Background: an optimization exercise with open tools, aiming at a short achievable clock period and few clock cycles. Do not read the settings as production practice. Only simulation tests tie the RTL to the original design; equivalence was not proved. Power is estimated from default activity; no workload was simulated.

==> flow/run.sh <==
#!/bin/bash
# synth_recipe.tcl (not shown) runs the flow's synth.tcl, then flattens the netlist and writes it again
# the make line also repeats each setting of config.mk as NAME=value (left out here)
make -C /OpenROAD-flow-scripts/flow DESIGN_CONFIG=/design/flow/config.mk WORK_HOME=/design/flow/orfs CLKGATE_MAP_FILE= SYNTH_SCRIPT=/design/flow/synth_recipe.tcl finish
==> flow/config.mk <==
export PLATFORM = sky130hd
export DESIGN_NAME = rv_core_top
export DESIGN_NICKNAME = rv_core_top
export VERILOG_FILES = /design/flow/design.v
export SDC_FILE = /design/flow/constraint.sdc
export NUM_CORES = 4
export LEC_CHECK = 0
export CAP_MARGIN = 20
export CORE_MARGIN = 2
export CORE_UTILIZATION = 40
export SLEW_MARGIN = 20
==> flow/constraint.sdc <==
create_clock -name core_clock -period 11.0 [get_ports {clk}]
set_input_delay 2.2000 -clock core_clock [delete_from_list [all_inputs] [get_ports {clk}]]
set_output_delay 2.2000 -clock core_clock [all_outputs]
set_load 0.01 [all_outputs]
==> flow/design.v <==
package rv_core_pkg;
  localparam int xlen       = 32;
  localparam int reg_addr_w = 5;
  typedef logic [xlen-1:0]       word_t;
  typedef logic [reg_addr_w-1:0] reg_addr_t;
  localparam logic [4:0] opcode_op     = 5'b01100;
  localparam logic [4:0] opcode_op_imm = 5'b00100;
  localparam logic [4:0] opcode_lui    = 5'b01101;
  localparam logic [4:0] opcode_auipc  = 5'b00101;
  localparam logic [4:0] opcode_jal    = 5'b11011;
  localparam logic [4:0] opcode_jalr   = 5'b11001;
  localparam logic [4:0] opcode_branch = 5'b11000;
  localparam logic [4:0] opcode_store  = 5'b01000;
  localparam logic [2:0] funct3_beq  = 3'b000;
  localparam logic [2:0] funct3_bne  = 3'b001;
  localparam logic [2:0] funct3_blt  = 3'b100;
  localparam logic [2:0] funct3_bge  = 3'b101;
  localparam logic [2:0] funct3_bltu = 3'b110;
  localparam logic [2:0] funct3_bgeu = 3'b111;
  localparam logic [2:0] funct3_sr   = 3'b101;
  typedef enum logic [2:0] {
    alu_add  = 3'b000,
    alu_sll  = 3'b001,
    alu_slt  = 3'b010,
    alu_sltu = 3'b011,
    alu_xor  = 3'b100,
    alu_srl  = 3'b101,
    alu_or   = 3'b110,
    alu_and  = 3'b111
  } alu_op_t;
  typedef struct packed {
    logic      valid;
    word_t     pc;
    word_t     inst;
    word_t     imm;
    word_t     rs1_data;
    word_t     rs2_data;
    reg_addr_t rd_addr;
    logic      rd_wb;
    alu_op_t   alu_op;
    logic      alu_alt;
    logic      src1_pc;
    logic      src1_zero;
    logic      src2_imm;
  } dec_stage_t;
  typedef struct packed {
    logic      valid;
    word_t     pc;
    word_t     inst;
    reg_addr_t rd_addr;
    logic      rd_wb;
    word_t     rd_data;
  } commit_t;
endpackage
import rv_core_pkg::*;
module rv_alu (
  input  rv_core_pkg::alu_op_t i_op,
  input  logic    i_alt,
  input  rv_core_pkg::word_t   i_a,
  input  rv_core_pkg::word_t   i_b,
  output rv_core_pkg::word_t   o_y
);
  logic [4:0] shamt;
  assign shamt = i_b[4:0];
  always_comb begin
    case (i_op)
      alu_add: begin
        if (i_alt) begin
          o_y = i_a - i_b;
        end else begin
          o_y = i_a + i_b;
        end
      end
      alu_sll:  o_y = i_a << shamt;
      alu_slt:  o_y = {31'd0, $signed(i_a) < $signed(i_b)};
      alu_sltu: o_y = {31'd0, i_a < i_b};
      alu_xor:  o_y = i_a ^ i_b;
      alu_srl: begin
        if (i_alt) begin
          o_y = $unsigned($signed(i_a) >>> shamt);
        end else begin
          o_y = i_a >> shamt;
        end
      end
      alu_or:   o_y = i_a | i_b;
      alu_and:  o_y = i_a & i_b;
      default:  o_y = i_a + i_b;
    endcase
  end
endmodule
import rv_core_pkg::*;
module rv_fetch (
  input  logic  clk,
  input  logic  nrst,
  input  logic  i_halt_req,
  input  logic  i_resume_req,
  input  rv_core_pkg::word_t i_resume_pc,
  input  logic  i_stall,
  input  logic  i_redirect,
  input  rv_core_pkg::word_t i_target,
  output rv_core_pkg::word_t o_imem_addr,
  output logic  o_halt,
  output logic  o_fetch_valid,
  output rv_core_pkg::word_t o_fetch_pc
);
  logic  running_q;
  logic  fetch_valid_q;
  rv_core_pkg::word_t fetch_pc_q;
  rv_core_pkg::word_t next_addr;
  logic  next_valid;
  assign o_halt = ~running_q;
  always_comb begin
    if (~running_q && i_resume_req) begin
      next_addr  = i_resume_pc;
      next_valid = 1'b1;
    end else if (i_redirect) begin
      next_addr  = i_target;
      next_valid = running_q;
    end else if (running_q && ~i_stall) begin
      next_addr  = fetch_pc_q + 32'd4;
      next_valid = 1'b1;
    end else begin
      next_addr  = fetch_pc_q;
      next_valid = fetch_valid_q & i_stall;
    end
  end
  assign o_imem_addr = next_addr;
  always_ff @(posedge clk) begin
    if (!nrst) begin
      running_q     <= 1'b0;
      fetch_valid_q <= 1'b0;
      fetch_pc_q    <= '0;
    end else begin
      if (~running_q && i_resume_req) begin
        running_q <= 1'b1;
      end else if (i_halt_req) begin
        running_q <= 1'b0;
      end
      fetch_valid_q <= next_valid;
      fetch_pc_q    <= next_addr;
    end
  end
  assign o_fetch_valid = fetch_valid_q;
  assign o_fetch_pc    = fetch_pc_q;
endmodule
import rv_core_pkg::*;
module rv_decode (
  input  logic       clk,
  input  logic       nrst,
  input  logic       i_fetch_valid,
  input  rv_core_pkg::word_t      i_fetch_pc,
  input  rv_core_pkg::word_t      i_inst,
  input  logic       i_flush,
  output rv_core_pkg::reg_addr_t  o_rs1_addr,
  output rv_core_pkg::reg_addr_t  o_rs2_addr,
  input  rv_core_pkg::word_t      i_rs1_data,
  input  rv_core_pkg::word_t      i_rs2_data,
  input  logic       i_rs1_pending,
  input  logic       i_rs2_pending,
  input  logic       i_rd_pending,
  output logic       o_claim,
  output rv_core_pkg::reg_addr_t  o_claim_addr,
  output logic       o_stall,
  output rv_core_pkg::dec_stage_t o_dec
);
  logic [4:0] opcode;
  logic [2:0] funct3;
  rv_core_pkg::dec_stage_t dec_d;
  rv_core_pkg::dec_stage_t dec_q;
  assign opcode = i_inst[6:2];
  assign funct3 = i_inst[14:12];
  assign o_rs1_addr   = i_inst[19:15];
  assign o_rs2_addr   = i_inst[24:20];
  assign o_claim_addr = i_inst[11:7];
  always_comb begin
    dec_d.pc       = i_fetch_pc;
    dec_d.inst     = i_inst;
    dec_d.rs1_data = i_rs1_data;
    dec_d.rs2_data = i_rs2_data;
    dec_d.rd_addr  = i_inst[11:7];
    case (opcode)
      opcode_store: dec_d.imm = {{20{i_inst[31]}}, i_inst[31:25], i_inst[11:7]};
      opcode_lui, opcode_auipc: dec_d.imm = {i_inst[31:12], 12'h000};
      opcode_jal: dec_d.imm = {{12{i_inst[31]}}, i_inst[19:12], i_inst[20],
                               i_inst[30:21], 1'b0};
      opcode_branch: dec_d.imm = {{20{i_inst[31]}}, i_inst[7], i_inst[30:25],
                                  i_inst[11:8], 1'b0};
      default: dec_d.imm = {{20{i_inst[31]}}, i_inst[31:20]};
    endcase
    dec_d.alu_op  = alu_add;
    dec_d.alu_alt = 1'b0;
    if (opcode == opcode_op) begin
      dec_d.alu_op  = rv_core_pkg::alu_op_t'(funct3);
      dec_d.alu_alt = i_inst[30];
    end else if (opcode == opcode_op_imm) begin
      dec_d.alu_op  = rv_core_pkg::alu_op_t'(funct3);
      dec_d.alu_alt = (funct3 == funct3_sr) & i_inst[30];
    end else if (opcode == opcode_branch) begin
      case (funct3)
        funct3_beq, funct3_bne:   dec_d.alu_op = alu_xor;
        funct3_blt, funct3_bge:   dec_d.alu_op = alu_slt;
        funct3_bltu, funct3_bgeu: dec_d.alu_op = alu_sltu;
        default:                  dec_d.alu_op = alu_add;
      endcase
    end
    dec_d.src1_zero = (opcode == opcode_lui);
    dec_d.src1_pc   = (opcode == opcode_auipc);
    dec_d.src2_imm  = (opcode == opcode_op_imm) || (opcode == opcode_lui) ||
                      (opcode == opcode_auipc) || (opcode == opcode_jal) ||
                      (opcode == opcode_jalr);
    dec_d.rd_wb = (dec_d.rd_addr != '0) &&
                  ((opcode == opcode_op) || (opcode == opcode_op_imm) ||
                   (opcode == opcode_lui) || (opcode == opcode_auipc) ||
                   (opcode == opcode_jal) || (opcode == opcode_jalr));
    dec_d.valid = i_fetch_valid & ~o_stall & ~i_flush;
  end
  assign o_stall = i_fetch_valid &
                   (i_rs1_pending | i_rs2_pending | (dec_d.rd_wb & i_rd_pending));
  assign o_claim = dec_d.valid & dec_d.rd_wb;
  always_ff @(posedge clk) begin
    dec_q <= dec_d;
    if (!nrst) begin
      dec_q.valid <= 1'b0;
    end
  end
  assign o_dec = dec_q;
endmodule
import rv_core_pkg::*;
module rv_regfile (
  input  logic      clk,
  input  logic      nrst,
  input  rv_core_pkg::reg_addr_t i_rs1_addr,
  input  rv_core_pkg::reg_addr_t i_rs2_addr,
  output rv_core_pkg::word_t     o_rs1_data,
  output rv_core_pkg::word_t     o_rs2_data,
  output logic      o_rs1_pending,
  output logic      o_rs2_pending,
  output logic      o_rd_pending,
  input  rv_core_pkg::reg_addr_t i_rd_addr,
  input  logic      i_claim,
  input  rv_core_pkg::reg_addr_t i_claim_addr,
  input  logic      i_release,
  input  rv_core_pkg::reg_addr_t i_release_addr,
  input  rv_core_pkg::commit_t   i_wr
);
  rv_core_pkg::word_t       regs [32];
  logic [31:0] pending;
  logic        wr_en;
  assign wr_en = i_wr.valid & i_wr.rd_wb & (i_wr.rd_addr != '0);
  always_ff @(posedge clk) begin
    if (wr_en) begin
      regs[i_wr.rd_addr] <= i_wr.rd_data;
    end
  end
  always_ff @(posedge clk) begin
    if (!nrst) begin
      pending <= '0;
    end else begin
      if (wr_en) begin
        pending[i_wr.rd_addr] <= 1'b0;
      end
      if (i_release) begin
        pending[i_release_addr] <= 1'b0;
      end
      if (i_claim && i_claim_addr != '0) begin
        pending[i_claim_addr] <= 1'b1;
      end
    end
  end
  assign o_rs1_data = (i_rs1_addr == '0) ? '0 :
                      (wr_en && i_wr.rd_addr == i_rs1_addr) ? i_wr.rd_data : regs[i_rs1_addr];
  assign o_rs2_data = (i_rs2_addr == '0) ? '0 :
                      (wr_en && i_wr.rd_addr == i_rs2_addr) ? i_wr.rd_data : regs[i_rs2_addr];
  assign o_rs1_pending = pending[i_rs1_addr] & ~(wr_en && i_wr.rd_addr == i_rs1_addr);
  assign o_rs2_pending = pending[i_rs2_addr] & ~(wr_en && i_wr.rd_addr == i_rs2_addr);
  assign o_rd_pending  = pending[i_rd_addr] & ~(wr_en && i_wr.rd_addr == i_rd_addr);
endmodule
import rv_core_pkg::*;
module rv_execute (
  input  logic       clk,
  input  logic       nrst,
  input  rv_core_pkg::dec_stage_t i_dec,
  output logic       o_redirect,
  output rv_core_pkg::word_t      o_target,
  output logic       o_release,
  output rv_core_pkg::reg_addr_t  o_release_addr,
  output rv_core_pkg::commit_t    o_commit
);
  rv_core_pkg::dec_stage_t exec_q;
  rv_core_pkg::commit_t    commit_q;
  logic [4:0] opcode;
  logic [2:0] funct3;
  logic       is_jal;
  logic       is_jalr;
  logic       taken;
  rv_core_pkg::word_t      alu_a;
  rv_core_pkg::word_t      alu_b;
  rv_core_pkg::word_t      alu_y;
  assign opcode  = exec_q.inst[6:2];
  assign funct3  = exec_q.inst[14:12];
  assign is_jal  = (opcode == opcode_jal);
  assign is_jalr = (opcode == opcode_jalr);
  assign alu_a = exec_q.src1_zero ? '0 : (exec_q.src1_pc ? exec_q.pc : exec_q.rs1_data);
  assign alu_b = exec_q.src2_imm ? exec_q.imm : exec_q.rs2_data;
  rv_alu i_alu (
    .i_op  (exec_q.alu_op),
    .i_alt (exec_q.alu_alt),
    .i_a   (alu_a),
    .i_b   (alu_b),
    .o_y   (alu_y)
  );
  always_comb begin
    case (funct3)
      funct3_beq, funct3_bge, funct3_bgeu: taken = (alu_y == '0);
      funct3_bne, funct3_blt, funct3_bltu: taken = (alu_y != '0);
      default:                             taken = 1'b0;
    endcase
  end
  assign o_redirect = exec_q.valid & (is_jal | is_jalr | ((opcode == opcode_branch) & taken));
  assign o_target   = is_jalr ? ((exec_q.rs1_data + exec_q.imm) & ~32'd1) :
                      (exec_q.pc + exec_q.imm);
  assign o_release      = o_redirect & i_dec.valid & i_dec.rd_wb;
  assign o_release_addr = i_dec.rd_addr;
  always_ff @(posedge clk) begin
    exec_q         <= i_dec;
    exec_q.valid   <= i_dec.valid & ~o_redirect;
    commit_q.valid   <= exec_q.valid;
    commit_q.pc      <= exec_q.pc;
    commit_q.inst    <= exec_q.inst;
    commit_q.rd_addr <= exec_q.rd_addr;
    commit_q.rd_wb   <= exec_q.rd_wb;
    commit_q.rd_data <= (is_jal || is_jalr) ? exec_q.pc + 32'd4 : alu_y;
    if (!nrst) begin
      exec_q.valid   <= 1'b0;
      commit_q.valid <= 1'b0;
    end
  end
  assign o_commit = commit_q;
endmodule
import rv_core_pkg::*;
module rv_core (
  input  logic    clk,
  input  logic    nrst,
  output rv_core_pkg::word_t   o_imem_addr,
  input  rv_core_pkg::word_t   i_imem_data,
  input  logic    i_halt_req,
  input  logic    i_resume_req,
  input  rv_core_pkg::word_t   i_resume_pc,
  output logic    o_halt,
  output rv_core_pkg::commit_t o_commit
);
  logic       fetch_valid;
  rv_core_pkg::word_t      fetch_pc;
  logic       stall;
  logic       redirect;
  rv_core_pkg::word_t      target;
  rv_core_pkg::reg_addr_t  rs1_addr;
  rv_core_pkg::reg_addr_t  rs2_addr;
  rv_core_pkg::word_t      rs1_data;
  rv_core_pkg::word_t      rs2_data;
  logic       rs1_pending;
  logic       rs2_pending;
  logic       rd_pending;
  logic       claim;
  rv_core_pkg::reg_addr_t  claim_addr;
  logic       release_rd;
  rv_core_pkg::reg_addr_t  release_addr;
  rv_core_pkg::dec_stage_t dec;
  rv_fetch i_fetch (
    .clk           (clk),
    .nrst          (nrst),
    .i_halt_req    (i_halt_req),
    .i_resume_req  (i_resume_req),
    .i_resume_pc   (i_resume_pc),
    .i_stall       (stall),
    .i_redirect    (redirect),
    .i_target      (target),
    .o_imem_addr   (o_imem_addr),
    .o_halt        (o_halt),
    .o_fetch_valid (fetch_valid),
    .o_fetch_pc    (fetch_pc)
  );
  rv_decode i_decode (
    .clk (clk), .nrst (nrst),
    .i_fetch_valid (fetch_valid), .i_fetch_pc (fetch_pc), .i_inst (i_imem_data),
    .i_flush (redirect), .o_rs1_addr (rs1_addr), .o_rs2_addr (rs2_addr),
    .i_rs1_data (rs1_data), .i_rs2_data (rs2_data), .i_rs1_pending (rs1_pending),
    .i_rs2_pending (rs2_pending), .i_rd_pending (rd_pending), .o_claim (claim),
    .o_claim_addr (claim_addr), .o_stall (stall), .o_dec (dec)
  );
  rv_regfile i_regfile (
    .clk (clk), .nrst (nrst), .i_rs1_addr (rs1_addr), .i_rs2_addr (rs2_addr),
    .o_rs1_data (rs1_data), .o_rs2_data (rs2_data), .o_rs1_pending (rs1_pending),
    .o_rs2_pending (rs2_pending), .o_rd_pending (rd_pending), .i_rd_addr (claim_addr),
    .i_claim (claim), .i_claim_addr (claim_addr), .i_release (release_rd),
    .i_release_addr (release_addr), .i_wr (o_commit)
  );
  rv_execute i_execute (
    .clk (clk), .nrst (nrst), .i_dec (dec), .o_redirect (redirect), .o_target (target),
    .o_release (release_rd), .o_release_addr (release_addr), .o_commit (o_commit)
  );
endmodule
module rv_core_top (
  input  logic        clk,
  input  logic        nrst,
  output logic [31:0] o_imem_addr,
  input  logic [31:0] i_imem_data,
  input  logic        i_halt_req,
  input  logic        i_resume_req,
  input  logic [31:0] i_resume_pc,
  output logic        o_halt,
  output logic        o_commit_valid,
  output logic [31:0] o_commit_pc,
  output logic [31:0] o_commit_inst,
  output logic [4:0]  o_commit_rd_addr,
  output logic        o_commit_rd_wb,
  output logic [31:0] o_commit_rd_data
);
  rv_core_pkg::commit_t commit;
  rv_core i_core (
    .clk          (clk),
    .nrst         (nrst),
    .o_imem_addr  (o_imem_addr),
    .i_imem_data  (i_imem_data),
    .i_halt_req   (i_halt_req),
    .i_resume_req (i_resume_req),
    .i_resume_pc  (i_resume_pc),
    .o_halt       (o_halt),
    .o_commit     (commit)
  );
  assign o_commit_valid   = commit.valid;
  assign o_commit_pc      = commit.pc;
  assign o_commit_inst    = commit.inst;
  assign o_commit_rd_addr = commit.rd_addr;
  assign o_commit_rd_wb   = commit.rd_wb;
  assign o_commit_rd_data = commit.rd_data;
endmodule
==> flow_summary.toml <==
[run_status]
status = "no timing/DRC/antenna violations"

[detailed_routing]
first_pass_iters = 6
vias = 52700
drc = 0
routed_wl_um = 280000
wire_per_inst_um = 33.8
viasPerCell = 6.35
first_iter_violations = 6826
final_antenna_net_count = 0

[clocking]
htreeDepth = 4
numCtsBuffers = 163
post_cts_buffers = 0
clockRootBuffer = "clkbuf_16"
tritoncts = "built"
clock_latency_ns = 0.82
cts_resized = 0
numClockSinks = 1524
cts.path.max_buffers = 3
holdBufCountCts = 0
clk_pin_slew_ns = 0.06

[synthesis]
synth_warnings = 5
synth_area_leaders = "edfxtp_1, mux4_2, dfxtp_1, ha_1, nand2_1"
avgSynthCellArea_um2 = 13.9
synth_area_um2 = 76000
yosys.area.top_type = "edfxtp_1"
seq_area_frac_synth_pct = 53.7
synth_common_cells = "edfxtp_1, mux4_2, dfxtp_1, nand2_1, nor2_1"
yosysTopAreaCellShare_pct = 40.5
ys_seq_elements = 1524
synth-edff-count = 1024
yosysMostFrequentCell = "edfxtp_1"
syn_nets = 5708
synth_top_flop_cell = "edfxtp_1"
synth_cell_types = 93
synth-async-reset-ratio_pct = 0
syn_inst = 5464

[sta]
setup_viol_count_final = 0
worst_pin_slew_ns = 1.24
fin_skew_ns = 0.0849
finalCritPeriodShare_pct = 97.3
rsz0062_at_grt = "false"
worst_slew_margin_rel_pct = 16.6
slew_violations = 0
min_period_ns = 10.70
setup_tns_ns = 0
hold_viol = 0
max_clock_freq_ghz = 0.0934

[pwr]
pwr-share-seq_pct = 43.6
comb_power_share_pct = 22.1
p_per_area_nw_per_um2 = 187
p_sw_mw = 5.05
sw_frac_of_total_pct = 31.1
p_leak_nw = 29.5
clkPwrFrac_pct = 34.3
p_int_mw = 11.2
power.total_mw = 16.2
vdd_drop_max_uv = 153

[setup_path]
worstPathArrival_ns = 8.50
crit_type = "reg2out"
r2r_slack_ns = 2.86
worstReg2RegStart = "i_core.i_execute.exec_q[0]"
regToRegEndpoint = "i_core.i_regfile.pending[14]"
endpoint_kind = "output pin"
required_ns = 8.80
path_max_fanout = 21
start_kind = "register"
reg2regPathDepth = 20

[global_routing]
grt_max_degree = 112
grt-ovfl-total = 0
antenna_found_initial = 16
grt_pass1_wl_um = 393000
grt_pass1_vias = 51100
grtUsageTotal_pct = 28.6

[layout]
final_area_um2 = 86900
nets = 5899
drive_above_1_share_pct = 22.1
syn_to_final_growth_pct = 14.4
utilization_pct = 46.2

[worst_hold_path]
hp-class = "reg2reg"
hold_path_depth = 0
hold_end = "i_core.i_execute.exec_q[16]"
hold_start = "i_core.i_decode.dec_q[16]"

[placed_design]
place_area_um2 = 81400
dp_hpwl_um = 186000
port_buffers = 203
gp_congestion = 1.05

[floorplan]
die_x_um = 440
die_h_um = 440
io_pins = 204
dieArea_um2 = 193000
initial_core_util_pct = 40.4
core-area_um2 = 188000
rows = 159

[flow_run]
drv_cap = 0
==> sequential cells by signal (all words and copies together), names as in the netlist <==
name	count
i_core.i_regfile.regs	1024
i_core.i_decode.dec_q	168
i_core.i_execute.exec_q	168
i_core.i_execute.commit_q	98
i_core.i_fetch.fetch_pc_q	32
i_core.i_regfile.pending	32
i_core.i_fetch.fetch_valid_q	1
i_core.i_fetch.running_q	1
==> how the worst max path moves through the flow <==
stage	start	endpoint	slack, ns	cells after the start
final	i_core.i_execute.exec_q[0]	o_imem_addr[29]	0.30	20
after global routing	i_core.i_execute.exec_q[0]	o_imem_addr[29]	0.004	20
after CTS	i_core.i_execute.exec_q[2]	o_imem_addr[29]	0.19	21
after detailed placement	i_imem_data[7]	o_imem_addr[11]	0.74	16
after global placement	i_imem_data[7]	o_imem_addr[11]	0.74	16
after floorplan	i_imem_data[15]	o_imem_addr[11]	2.17	17
==> through the flow <==
| stage | instances | worst slack (ns) | hold slack [ns] |
|---|---|---|---|
| 6_report | 8293 | 0.296 | 0.298 |
| 4_1_cts | 8290 | 0.185 | 0.290 |
| 5_1_grt | 8290 | 0.00369 | 0.305 |
| 3_3_place_gp | 7985 | 0.742 | 0.310 |
| 2_1_floorplan | 5464 | 2.17 | 0.310 |
| 3_5_place_dp | 7985 | 0.739 | 0.312 |
==> cell families after synthesis <==
| group | Yosys count | share of synthesized area, % |
|---|---|---|
| AND/OR/NAND/NOR | 1275 | 7.92 |
| flip-flops | 1524 | 53.7 |
| buffers and inverters | 509 | 2.73 |
| adder cells (fa/ha/maj) | 176 | 2.94 |
| AO/OA/AOI/OAI | 986 | 8.69 |
| multiplexers | 844 | 22.3 |
| XOR/XNOR | 150 | 1.73 |
==> power by group through the flow <==
stage                     Combinational (mW)  Clock, mW  Sequential, mW
after global placement                  3.48          0            7.19
after detailed placement                3.49          0            7.20
after floorplan                         1.69          0            7.37
after global routing                    3.77       5.87            7.09
final                                   3.58       5.57            7.08
after CTS                               3.50       5.64            7.08
==> critical path, stage by stage (launching register included) <==
cell and delay [ns]:
dfxtp_2 0.53, buf_4 0.45, mux2_2 0.41, ha_1 0.53, nor2b_1 0.11, or4_1 0.54
a2111oi_0 0.45, o21ai_1 0.15, o31ai_1 0.12, xnor2_1 0.17, a221oi_1 0.41, nand4_1 0.16
nor4_1 0.54, nand4_1 0.49, nor2_1 0.29, a21oi_1 0.11, or4_4 0.62, o21a_1 0.40
buf_4 0.29, o221ai_1 0.25, clkdlybuf4s50_1 0.62
==> cell type report <==
class                      count  area, µm²
fill                       16600     101000
sequential                  1524      40800
multi-input combinational   3431      33400
clock buffer                 229       4710
timing repair buffer         405       3580
tap                         2495       3120
clock inverter                76        761
inverter                     130        488
antenna                        3       7.51
==> per-layer routing <==
metal | share of wire [%] | wire (µm) | global-route usage, % | vias to the layer above
met2 | 46 | 130000 | 45.2 | 2741
met5 | 0.012 | 34 | 0 | -
met4 | 5.6 | 15600 | 13.8 | 6
met3 | 8.6 | 24100 | 5.36 | 552
li1 | - | - | - | 22100
met1 | 39 | 110000 | 38.0 | 27200
==> cells in the final DEF, fill, tap and decap left out, types with 83 or more instances in the layout <==
cell type and count:
o21ai_0 189, nor3_1 88, nand3_1 83, clkdlybuf4s50_1 192
mux2i_1 123, xnor2_1 84, edfxtp_1 1024, mux4_2 671
nor4_1 94, a211oi_1 102, ha_1 172, nand2_1 382
buf_4 204, a21oi_1 224, dfxtp_1 492, nor2_1 332
clkbuf_16 173, inv_1 123
Testbench counts, summed over its fixed seeds: cycles 14,234.

re-timing with driven ports:
The flow's constraints put no driver on any port. The routed layout listed below was extracted and timed again, unchanged, in two steps.
Step 1, drivers: a clkbuf_16 drives clk and a buf_2 each remaining input, both assumed.
Step 2 times the ports against the registers' clock, not the clock port: input delays grow and output delays shrink by t, the midpoint of the rising clock arrivals with the driver on.
a / b / c = ideal ports / drivers / drivers and shift; a / b = the first two.
shift t [ns]: 0.871
setup WS [ns]: 0.296 / 0.208 / 0.693
worst setup path after step 2: input to output
slew at the worst register clock pin (ns): 0.07 / 0.07
worst slew at a driven data input, ns: 0.06
After both steps this run still meets setup and hold. The setup slack of this run moves by -0.088 ns with the drivers and by +0.397 ns with both steps.
